Source: an optimization exercise on an open RTL-to-GDS flow (aim: small area, a short achievable clock period and few clock cycles per item). Production flows keep margins and buffers that such runs may drop. Function not checked in this run: the RTL went through the layout flow alone.

==> flow/run.sh <==
#!/bin/bash
# synth_recipe.tcl (not shown) runs the flow's synth.tcl, then flattens the netlist and writes it again
# the make line also repeats each setting of config.mk as NAME=value (left out here)
make -C /OpenROAD-flow-scripts/flow DESIGN_CONFIG=/design/flow/config.mk WORK_HOME=/design/flow/orfs CLKGATE_MAP_FILE= SYNTH_SCRIPT=/design/flow/synth_recipe.tcl finish
==> flow/config.mk <==
export PLATFORM = sky130hd
export DESIGN_NAME = polynomial_share_generator_mod251
export DESIGN_NICKNAME = polynomial_share_generator_mod251
export VERILOG_FILES = /design/flow/design.v
export SDC_FILE = /design/flow/constraint.sdc
export NUM_CORES = 4
export LEC_CHECK = 0
export CAP_MARGIN = 20
export CORE_MARGIN = 2
export CORE_UTILIZATION = 40
export SLEW_MARGIN = 20
==> flow/constraint.sdc <==
create_clock -name core_clock -period 11.0 [get_ports {i_clk}]
set_input_delay 2.2000 -clock core_clock [delete_from_list [all_inputs] [get_ports {i_clk}]]
set_output_delay 2.2000 -clock core_clock [all_outputs]
set_load 0.01 [all_outputs]
==> flow/design.v <==
package psg_pkg;
    localparam int NUM_COEF_FIELDS = 8;
    localparam int COEF_W          = 8;
    localparam int THRESH_W        = 4;
    localparam int SHARE_CNT_W     = 5;
    localparam int SHARE_IDX_W     = 5;
    localparam int VALUE_W         = 8;
    localparam int CFG_DATA_W      = 5;
    localparam int CFG_IDX_W       = 1;
    localparam int SUM_W           = 14;
    localparam int DEF_MAX_COEFS  = 8;
    localparam int DEF_MAX_SHARES = 16;
    localparam int TOK_ACC_LSB   = 0;
    localparam int TOK_LAST_BIT  = VALUE_W;
    localparam int TOK_K_LSB     = VALUE_W + 1;
    localparam int TOK_COEF_LSB  = VALUE_W + 1 + THRESH_W;
    localparam int TOK_W         = TOK_COEF_LSB + NUM_COEF_FIELDS * COEF_W;
endpackage
module psg_cell #(
    parameter int IDX = 0,
    parameter int XW  = 5
) (
    input  logic                     i_clk,
    input  logic                     i_rst_n,
    input  logic                     i_adv,
    input  logic                     i_valid,
    input  logic [XW-1:0]            i_x,
    input  logic [psg_pkg::TOK_W-1:0] i_tok,
    output logic                     o_valid,
    output logic [XW-1:0]            o_x,
    output logic [psg_pkg::TOK_W-1:0] o_tok
);
    localparam int COEF_W   = psg_pkg::COEF_W;
    localparam int VALUE_W  = psg_pkg::VALUE_W;
    localparam int SUM_W    = psg_pkg::SUM_W;
    localparam int THRESH_W = psg_pkg::THRESH_W;
    logic                     r_valid;
    logic [XW-1:0]            r_x;
    logic [psg_pkg::TOK_W-1:0] r_tok;
    logic [COEF_W-1:0]        coef;
    logic [VALUE_W-1:0]       acc;
    logic [THRESH_W-1:0]      k;
    logic [SUM_W-1:0]         sum;
    logic [9:0]               f1;
    logic [8:0]               f2;
    logic [8:0]               f3;
    logic [psg_pkg::TOK_W-1:0] n_tok;
    assign acc = i_tok[psg_pkg::TOK_ACC_LSB +: VALUE_W];
    assign k   = i_tok[psg_pkg::TOK_K_LSB +: THRESH_W];
    generate
        if (IDX < psg_pkg::NUM_COEF_FIELDS) begin : g_coef
            assign coef = i_tok[psg_pkg::TOK_COEF_LSB + IDX*COEF_W +: COEF_W];
        end else begin : g_zero
            assign coef = '0;
        end
    endgenerate
    always_comb begin
        sum = SUM_W'(acc) * SUM_W'(i_x) + SUM_W'(coef);
        f1  = 10'(sum[SUM_W-1:8]) * 10'd5 + 10'(sum[7:0]);
        f2  = 9'(f1[9:8]) * 9'd5 + 9'(f1[7:0]);
        f3  = (f2 >= 9'd251) ? (f2 - 9'd251) : f2;
        n_tok = i_tok;
        if (32'(k) > IDX) begin
            n_tok[psg_pkg::TOK_ACC_LSB +: VALUE_W] = f3[VALUE_W-1:0];
        end
    end
    always_ff @(posedge i_clk) begin
        if (!i_rst_n) begin
            r_valid <= 1'b0;
        end else if (i_adv) begin
            r_valid <= i_valid;
        end
    end
    always_ff @(posedge i_clk) begin
        if (i_adv) begin
            r_x   <= i_x;
            r_tok <= n_tok;
        end
    end
    assign o_valid = r_valid;
    assign o_x     = r_x;
    assign o_tok   = r_tok;
endmodule
module psg_seq #(
    parameter int MAX_COEFS  = psg_pkg::DEF_MAX_COEFS,
    parameter int MAX_SHARES = psg_pkg::DEF_MAX_SHARES,
    parameter int XW         = $clog2(MAX_SHARES + 1)
) (
    input  logic                            i_clk,
    input  logic                            i_rst_n,
    input  logic                            i_valid,
    output logic                            o_ready,
    input  logic [63:0]                     i_item,
    input  logic [psg_pkg::THRESH_W-1:0]    i_threshold,
    input  logic [psg_pkg::SHARE_CNT_W-1:0] i_share_count,
    input  logic                            i_adv,
    output logic                            o_tok_valid,
    output logic [XW-1:0]                   o_tok_x,
    output logic [psg_pkg::TOK_W-1:0]       o_tok
);
    localparam int THRESH_W = psg_pkg::THRESH_W;
    localparam int NCF      = psg_pkg::NUM_COEF_FIELDS;
    localparam int COEF_W   = psg_pkg::COEF_W;
    logic                     r_busy;
    logic [NCF*COEF_W-1:0]    r_coefs;
    logic [THRESH_W-1:0]      r_k;
    logic [XW-1:0]            r_n;
    logic [XW-1:0]            r_x;
    logic [THRESH_W-1:0]      n_k;
    logic [XW-1:0]            n_n;
    logic                     tok_last;
    logic                     accept;
    always_comb begin
        if (i_threshold == '0) begin
            n_k = THRESH_W'(1);
        end else if (32'(i_threshold) > MAX_COEFS) begin
            n_k = THRESH_W'(MAX_COEFS);
        end else begin
            n_k = i_threshold;
        end
        if (i_share_count == '0) begin
            n_n = XW'(1);
        end else if (32'(i_share_count) > MAX_SHARES) begin
            n_n = XW'(MAX_SHARES);
        end else begin
            n_n = XW'(i_share_count);
        end
    end
    assign tok_last    = (r_x == r_n);
    assign o_ready     = !r_busy || (i_adv && tok_last);
    assign accept      = i_valid && o_ready;
    assign o_tok_valid = r_busy;
    assign o_tok_x     = r_x;
    assign o_tok       = {r_coefs, r_k, tok_last, 8'd0};
    always_ff @(posedge i_clk) begin
        if (!i_rst_n) begin
            r_busy <= 1'b0;
        end else if (accept) begin
            r_busy <= 1'b1;
        end else if (i_adv && tok_last) begin
            r_busy <= 1'b0;
        end
    end
    always_ff @(posedge i_clk) begin
        if (accept) begin
            for (int j = 0; j < NCF; j++) begin
                r_coefs[j*COEF_W +: COEF_W] <= i_item[(NCF-1-j)*COEF_W +: COEF_W];
            end
            r_k <= n_k;
            r_n <= n_n;
            r_x <= XW'(1);
        end else if (i_adv && r_busy) begin
            r_x <= r_x + XW'(1);
        end
    end
endmodule
module polynomial_share_generator_mod251 (
    input  logic        i_clk,
    input  logic        i_rst_n,
    input  logic        i_cfg_we,
    input  logic [0:0]  i_cfg_idx,
    input  logic [4:0]  i_cfg_data,
    input  logic        i_valid,
    output logic        o_ready,
    input  logic [63:0] i_item,
    output logic        o_valid,
    input  logic        i_ready,
    output logic [13:0] o_item
);
    localparam int MAX_COEFS   = psg_pkg::DEF_MAX_COEFS;
    localparam int MAX_SHARES  = psg_pkg::DEF_MAX_SHARES;
    localparam int XW          = $clog2(MAX_SHARES + 1);
    localparam int TOK_W       = psg_pkg::TOK_W;
    localparam int THRESH_W    = psg_pkg::THRESH_W;
    localparam int SHARE_CNT_W = psg_pkg::SHARE_CNT_W;
    logic [THRESH_W-1:0]    r_threshold;
    logic [SHARE_CNT_W-1:0] r_share_count;
    logic                   r_out_valid;
    logic [13:0]            r_out_item;
    logic                   adv;
    logic [MAX_COEFS:0]             chain_valid;
    logic [MAX_COEFS:0][XW-1:0]     chain_x;
    logic [MAX_COEFS:0][TOK_W-1:0]  chain_tok;
    always_ff @(posedge i_clk) begin
        if (!i_rst_n) begin
            r_threshold   <= 4'd2;
            r_share_count <= 5'd4;
        end else if (i_cfg_we) begin
            if (i_cfg_idx == 1'b0) begin
                r_threshold   <= i_cfg_data[THRESH_W-1:0];
            end else begin
                r_share_count <= i_cfg_data[SHARE_CNT_W-1:0];
            end
        end
    end
    assign adv = !r_out_valid || i_ready;
    psg_seq #(
        .MAX_COEFS  (MAX_COEFS),
        .MAX_SHARES (MAX_SHARES),
        .XW         (XW)
    ) u_seq (
        .i_clk         (i_clk),
        .i_rst_n       (i_rst_n),
        .i_valid       (i_valid),
        .o_ready       (o_ready),
        .i_item        (i_item),
        .i_threshold   (r_threshold),
        .i_share_count (r_share_count),
        .i_adv         (adv),
        .o_tok_valid   (chain_valid[0]),
        .o_tok_x       (chain_x[0]),
        .o_tok         (chain_tok[0])
    );
    generate
        for (genvar g = 0; g < MAX_COEFS; g++) begin : g_cell
            psg_cell #(
                .IDX (g),
                .XW  (XW)
            ) u_cell (
                .i_clk   (i_clk),
                .i_rst_n (i_rst_n),
                .i_adv   (adv),
                .i_valid (chain_valid[g]),
                .i_x     (chain_x[g]),
                .i_tok   (chain_tok[g]),
                .o_valid (chain_valid[g+1]),
                .o_x     (chain_x[g+1]),
                .o_tok   (chain_tok[g+1])
            );
        end
    endgenerate
    always_ff @(posedge i_clk) begin
        if (!i_rst_n) begin
            r_out_valid <= 1'b0;
        end else if (adv) begin
            r_out_valid <= chain_valid[MAX_COEFS];
        end
    end
    always_ff @(posedge i_clk) begin
        if (adv) begin
            r_out_item <= {5'(chain_x[MAX_COEFS]),
                           chain_tok[MAX_COEFS][psg_pkg::TOK_ACC_LSB +: psg_pkg::VALUE_W],
                           chain_tok[MAX_COEFS][psg_pkg::TOK_LAST_BIT]};
        end
    end
    assign o_valid = r_out_valid;
    assign o_item  = r_out_item;
endmodule
==> run summary <==
-- per-stage QoR --
stage	hold slack [ps]	util [%]	setup WS (ps)	cell area (µm²)
final	393	45.3	766	37300
after CTS	398	45.3	374	37300
after global routing	417	45.3	18.9	37300
after floorplan	400	-	1230	33300
after detailed placement	405	43.2	382	35600
after global placement	401	43.2	607	35600
-- layer usage --
metal,vias up,global-route usage (%)
met5,-,0
met4,0,3.99
met3,80,2.19
met2,230,24.6
met1,9954,20.4
li1,10802,-
-- layout make-up --
| cell class | count | area share [%] |
|---|---|---|
| multi-input combinational | 2204 | 49.0 |
| clock buffer | 61 | 3.64 |
| sequential | 472 | 37.4 |
| timing repair buffer | 99 | 2.60 |
| clock inverter | 35 | 0.943 |
| tap | 1070 | 3.59 |
| inverter | 282 | 2.88 |
-- cells in the mapped netlist, types with 11 or more instances --
cell type / instances / area, µm²
sky130_fd_sc_hd__a211oi_1: 25 / 188
sky130_fd_sc_hd__a21boi_0: 18 / 135
sky130_fd_sc_hd__a21o_1: 69 / 518
sky130_fd_sc_hd__a21oi_1: 144 / 721
sky130_fd_sc_hd__a31oi_1: 18 / 113
sky130_fd_sc_hd__and2_1: 194 / 1210
sky130_fd_sc_hd__and3_1: 17 / 106
sky130_fd_sc_hd__clkbuf_1: 15 / 56.3
sky130_fd_sc_hd__dfxtp_1: 24 / 480
sky130_fd_sc_hd__edfxtp_1: 448 / 13500
sky130_fd_sc_hd__fa_1: 154 / 3080
sky130_fd_sc_hd__ha_1: 375 / 4690
sky130_fd_sc_hd__inv_1: 281 / 1050
sky130_fd_sc_hd__mux2i_1: 17 / 170
sky130_fd_sc_hd__nand2_1: 238 / 893
sky130_fd_sc_hd__nand3_1: 32 / 160
sky130_fd_sc_hd__nor2_1: 161 / 604
sky130_fd_sc_hd__nor2b_1: 52 / 325
sky130_fd_sc_hd__nor3_1: 46 / 230
sky130_fd_sc_hd__nor4_1: 11 / 68.8
sky130_fd_sc_hd__o211ai_1: 20 / 150
sky130_fd_sc_hd__o21a_1: 44 / 330
sky130_fd_sc_hd__o21ai_0: 115 / 576
sky130_fd_sc_hd__o21bai_1: 22 / 165
sky130_fd_sc_hd__or3_1: 13 / 81.3
sky130_fd_sc_hd__xnor2_1: 169 / 1480
sky130_fd_sc_hd__xor2_1: 83 / 727
-- what timing repair did --
action | 4_1_cts | 5_1_grt
hold endpoints to repair | 0 | 0
setup buffers | 0 | 1
gates resized for setup | 0 | 5
setup endpoints to repair | 0 | 11
hold buffers | 0 | 0
-- path summary, 6_finish.rpt --
path | endpoint | depth (start not counted)
worst min-delay path | g_cell[3].u_cell.r_tok[61]$_DFFE_PN_ | 0
worst max-delay path | g_cell[2].u_cell.r_tok[2]$_DFFE_PN_ | 42
worst max register to register | g_cell[2].u_cell.r_tok[2]$_DFFE_PN_ | 42
worst min register to register | g_cell[3].u_cell.r_tok[61]$_DFFE_PN_ | 0
-- registers in the layout, summed over array words and instances, names as in the netlist, 4 cells and up --
| signal | count |
|---|---|
| u_seq.r_x | 5 |
| g_cell.u_cell.r_tok | 321 |
| u_seq.r_k | 4 |
| r_threshold | 4 |
| u_seq.r_n | 5 |
| g_cell.u_cell.r_x | 40 |
| g_cell.u_cell.r_valid | 8 |
| r_share_count | 5 |
| r_out_item | 14 |
| u_seq.r_coefs | 64 |
-- cells by family after synthesis --
| logic type | Yosys count | share of synthesized area, % |
|---|---|---|
| multiplexers | 21 | 0.646 |
| adder cells (fa/ha/maj) | 539 | 23.6 |
| flip-flops | 472 | 41.8 |
| XOR/XNOR | 259 | 7.03 |
| AND/OR/NAND/NOR | 823 | 12.4 |
| buffers and inverters | 301 | 3.40 |
| AO/OA/AOI/OAI | 562 | 11.0 |
==> results.rst <==
.. list-table::
   :header-rows: 1

   * - Metric
     - Value
   * - Run status
     - finished clean
   * - Number of placement rows
     - 105
   * - Number of nets produced by synthesis
     - 3581
   * - Critical hold path startpoint
     - g_cell[2].u_cell.r_tok[61]$_DFFE_PN_
   * - Final hold viol count
     - 0
   * - Placer congestion estimate
     - 0.819
   * - Cells after synthesis
     - 2977
   * - Final max-slew violation count
     - 0
   * - Cell Count Post-Placement
     - 4126
   * - Setup crit start
     - g_cell[1].u_cell.r_x[3]$_DFFE_PN_
   * - Fraction of the yosys area taken by sequential cells
     - 41.8%
   * - Clock-pin slew reported for the worst setup and hold paths after clock tree synthesis
     - 70 ps
   * - Die Span X
     - 293 µm
   * - N_diodes
     - 0
   * - Max cap viols
     - 0
   * - Worst min-delay path category
     - reg2reg
   * - Arrival time reported for the critical path endpoint
     - 10580 ps
   * - Avg Cell Area, Syn
     - 11.2 µm²
   * - Number of global-route vias before repair
     - 20970
   * - Fin crit period
     - 10230 ps
   * - Leading register cell type out of synthesis
     - sky130_fd_sc_hd__edfxtp_1
   * - Post-detailed-route count of antenna-violating nets
     - 0
   * - Total Die Area
     - 85600 µm²
   * - WP buf/inv
     - 7
   * - Critical path class
     - reg2reg
   * - Worst slew margin
     - 40.1%
   * - Routed wire length on met3
     - 1.95 mm
   * - Critical-path top delay cell
     - sky130_fd_sc_hd__fa_1
   * - Max H-tree Level
     - 2
   * - Core area
     - 82200 µm²
   * - Detailed Routing Iterations Pass 1
     - 5
   * - Number of flip-flops and latches in the synthesized netlist
     - 472
   * - Total of fill cells in the finished design
     - 7666
   * - Post-Route Setup TNS
     - 0 ps
   * - Routed wire length per instance
     - 14.7 µm
   * - Area of the multi-input gates
     - 18300 µm²
   * - First-pass GRT wire length
     - 105 mm
   * - Die span in y
     - 293 µm
   * - Initial antenna violation count
     - 0
   * - Maximum clock skew at final layout
     - 24.3 ps
   * - Data required time of the critical path
     - 11350 ps
   * - Count of vias placed by the detailed router
     - 21066
   * - Residual overflow from global routing
     - 0
   * - EDFF count, synth
     - 448
   * - Number of sinks handled by clock tree synthesis
     - 472
   * - Maximum clock rate
     - 0.0977 GHz
   * - Reg2Reg Launch Point
     - g_cell[1].u_cell.r_x[3]$_DFFE_PN_
   * - Share of post-route cells with drive strength above 1
     - 4.19%
   * - Gr usage total
     - 14.9%
   * - Area used by sequential logic in the layout
     - 13900 µm²
   * - Post-synthesis cell area
     - 33300 µm²
   * - Nature of the critical path endpoint
     - register
   * - Number of standard cells in the final layout excluding fillers
     - 4223
   * - Routed wl met2
     - 28.7 mm
   * - Total number of nets in the final design
     - 3716
   * - Fraction of synthesis flops using an asynchronous set or reset pin
     - 0%
   * - Final count of negative-setup-slack endpoints
     - 0
   * - Setup slack, reg-to-reg
     - 770 ps
   * - Maximum fanout count along the critical path
     - 9
   * - IO Count
     - 91
   * - Most common library cell in the layout ignoring fill and taps
     - sky130_fd_sc_hd__edfxtp_1
   * - Highest-count cells in the layout ignoring fill and taps
     - sky130_fd_sc_hd__edfxtp_1, sky130_fd_sc_hd__ha_1, sky130_fd_sc_hd__inv_1, sky130_fd_sc_hd__nand2_1, sky130_fd_sc_hd__and2_1
   * - Unrepaired setup endpoints after global routing
     - no
   * - Largest delay share family, worst path
     - adder cells
   * - Highest metal used
     - met4
   * - Critical path's largest stage delay
     - 540 ps
   * - Post-detailed-route via-to-cell ratio
     - 4.99
   * - Clock tree from TritonCTS
     - built
   * - Clock tree buffer depth
     - 3
   * - Met1 Wirelength
     - 29.9 mm
   * - Fraction of the cycle the final worst path needs
     - 93.0%
   * - Number of port buffers
     - 90
   * - Yosys Warn Count
     - 10
   * - Critical path launch point type
     - register
   * - Largest net degree at the start of global routing
     - 121
   * - Most used cell along the critical path
     - sky130_fd_sc_hd__ha_1
   * - Slew at the pin closest to its max-slew limit
     - 899 ps
   * - DRT iter0 DRCs
     - 1065
   * - Half-perimeter wire length of the detailed placement result
     - 47.8 mm
   * - Library cells used by synthesis
     - 88
   * - Total Wirelength
     - 62.0 mm
   * - Clock Latency Late Sink
     - 610 ps
   * - CTS Buf Count
     - 53
   * - Synth-to-Final Area Change
     - 12.0%
   * - Total DRC errors in the routed layout
     - 0
   * - Initial Util
     - 40.5%
   * - Library cell used as clock root buffer
     - sky130_fd_sc_hd__clkbuf_16

==> port drivers added, routing unchanged <==
No port has a modelled driver above. Below, the same layout with a new extraction and two added sets of constraints.
Step 1 (the two cells are an assumption about what drives the block):
set clk [get_ports {i_clk}]
set_driving_cell -lib_cell sky130_fd_sc_hd__clkbuf_16 $clk
set_driving_cell -lib_cell sky130_fd_sc_hd__buf_2 [delete_from_list [all_inputs] $clk]
Step 2 times the ports against the registers' clock, not the clock port: input delays grow and output delays shrink by t, the midpoint of the rising clock arrivals with the driver on.
a / b / c = ideal ports / drivers / drivers and shift; a / b = the first two.
t (ns): 0.670
slack for setup (ns): 0.766 / 0.766 / 0.766
worst setup path at the end: register to register
latest minus earliest clock arrival (ns): 0.027 / 0.028
After both steps this run still meets setup and hold. The setup slack of this run moves by 0.000 ns with the drivers and by 0.000 ns with both steps.
